This is an optimization exercise on Yosys and OpenROAD, whose aim is a short achievable clock period and few clock cycles, not a production implementation. The RTL was checked by simulation tests, not by an equivalence proof against the original design.

== run H ==
## cache_top
module cache_top (
    input  logic     clk,
    input  logic     reset_i,
    input  logic           req_valid_i,
    input  logic [31:0]    req_addr_i,
    input  logic [255:0]   req_wdata_i,
    input  logic [31:0]    req_be_i,
    input  logic           req_write_i,
    output logic           resp_valid_o,
    output logic [255:0]   rdata_o,
    output logic           pmem_read_o,
    output logic           pmem_write_o,
    output logic [31:0]    pmem_addr_o,
    output logic [255:0]   pmem_wdata_o,
    input  logic [255:0]   pmem_rdata_i,
    input  logic           pmem_resp_i
);
    localparam int SETS = 8;
    logic [23:0] in_tag;
    logic [2:0]  in_set;
    logic [7:0]  in_dec;
    logic [31:0] in_wmask;
    assign in_tag   = req_addr_i[31:8];
    assign in_set   = req_addr_i[7:5];
    assign in_dec   = 8'b1 << in_set;
    assign in_wmask = req_write_i ? req_be_i : 32'd0;
    logic [23:0]  tag0_q [SETS];
    logic [23:0]  tag1_q [SETS];
    logic [255:0] dat0_q [SETS];
    logic [255:0] dat1_q [SETS];
    logic [SETS-1:0] val0_q, val1_q, dty0_q, dty1_q, lru_q;
    logic [23:0]  rtag_q;
    logic [2:0]   rset_q;
    logic [255:0] wdata_q;
    logic [31:0]  wmask_q;       
    logic         wr_q;          
    logic         way_q;         
    logic         hit_q;         
    logic         upd_q;         
    logic [23:0]  ptag_q;        
    logic [255:0] line_q;        
    logic [31:0]  rsel_q;        
    logic st_resp_q, st_wb_q, st_fill_q;
    logic [191:0] tag0_flat, tag1_flat;
    logic [7:0]   lru_fwd;
    for (genvar s = 0; s < SETS; s++) begin : g_flat
        assign tag0_flat[24*s +: 24] = tag0_q[s];
        assign tag1_flat[24*s +: 24] = tag1_q[s];
        assign lru_fwd[s] = (upd_q && rset_q == s) ? !way_q : lru_q[s];
    end
    logic hit, hit1, way_n;
    logic [3:0] hit_c, hit1_c, way_c;
    for (genvar c = 0; c < 4; c++) begin : g_lookup
        cache_way_select u_lookup (
            .tag_i  (in_tag),
            .dec_i  (in_dec),
            .tag0_i (tag0_flat),
            .tag1_i (tag1_flat),
            .val0_i (val0_q),
            .val1_i (val1_q),
            .lru_i  (lru_fwd),
  ...
Size: ~1100 I/O pins, roughly 0.23 sq mm of cells after synthesis.
Settings: LEC_CHECK=0, ABC_CLOCK_PERIOD_IN_PS=3000, CAP_MARGIN=20, CORE_MARGIN=2, CORE_UTILIZATION=55, SETUP_SLACK_MARGIN=3.6, SLEW_MARGIN=20, SYNTH_HIERARCHICAL=1, SYNTH_MINIMUM_KEEP_SIZE=0; clock period 7.0 ns.
standard.sh (not shown) runs the stock make flow with config.mk's settings and CLKGATE_MAP_FILE= SYNTH_SCRIPT=/design/flow/synth_recipe.tcl, a recipe that flattens the netlist after the stock synthesis.
==> flow/flow/run.sh <==
#!/bin/bash
# The standard layout (the standard.sh, which runs the standard synthesis
# unchanged), except that:
#  - the input and output port buffers start as buf_4 instead of the slow
#    delay buffer buffer_ports picks by default;
#  - io.tcl groups the pins of each data byte (req_wdata_i, pmem_rdata_i,
#    rdata_o, pmem_wdata_o bits and the byte enable), so that the byte's
#    control signals do not have to cross the die.
# The make output goes to flow.log here; each ORFS step keeps its own log
# under orfs/logs.
set -euo pipefail
bash standard.sh "BUFFER_PORTS_ARGS=-buffer_cell sky130_fd_sc_hd__buf_4" \
    "IO_CONSTRAINTS=$PWD/flow/io.tcl" finish > flow.log 2>&1
Other scripts of this flow, unchanged in this note and not shown: flow/flow/io.tcl
Testbench counts of run H, summed over its fixed seeds: cycles 26,838.
Modified inputs, run E compared to run H
Settings: a change of CORE_UTILIZATION from 55 to 50; a change of SETUP_SLACK_MARGIN from 3.6 to 3.7.
- Run H finished end to end and its layout was clean on timing, DRC and antenna.
- Run E: PASS, flow complete, no timing, DRC or antenna violations
- Compared with run H, run E is hungrier on power.
- From run H to run E the numbers moved as follows: length of routed met2 wiring shrank by 0.31%, critical path required time rose by 40 ps, clock-buffer cell count decreased by 9 relative to the old numbers.
- Run H → run E: critical path depth up 3, sum of routed wire length over all layers down about 1%, post-CTS setup buffer count now larger, highest achievable clock rate has increased.

[afterwards: timing with drivers on the ports]
The flow's constraints put no driver on any port. The routed layouts listed below were extracted and timed again, unchanged, in two steps.
Step 1 sets driving cells, clkbuf_16 on the clock port and buf_2 on the other inputs (assumed; they add their load-dependent delay and slew).
Step 2 adds t to the input delays and takes it off the output delays; t is the mean of the earliest and latest rising clock arrival at the registers after step 1. Input paths then give back, and output paths get back, about the clock's delay inside the block.
Slacks: ideal / step 1 / step 2; pairs: ideal / step 1.
run	shift t [ns]	setup slack, ns	worst slew at a driven data input, ns
run H	1.179	3.390 / 3.142 / 1.963	0.58
run E	1.200	3.438 / 3.215 / 2.015	0.52
After both steps setup and hold are still met in every run listed. The setup slack of run H, which loses most, moves by -0.248 ns with the drivers and by -1.427 ns with both steps.
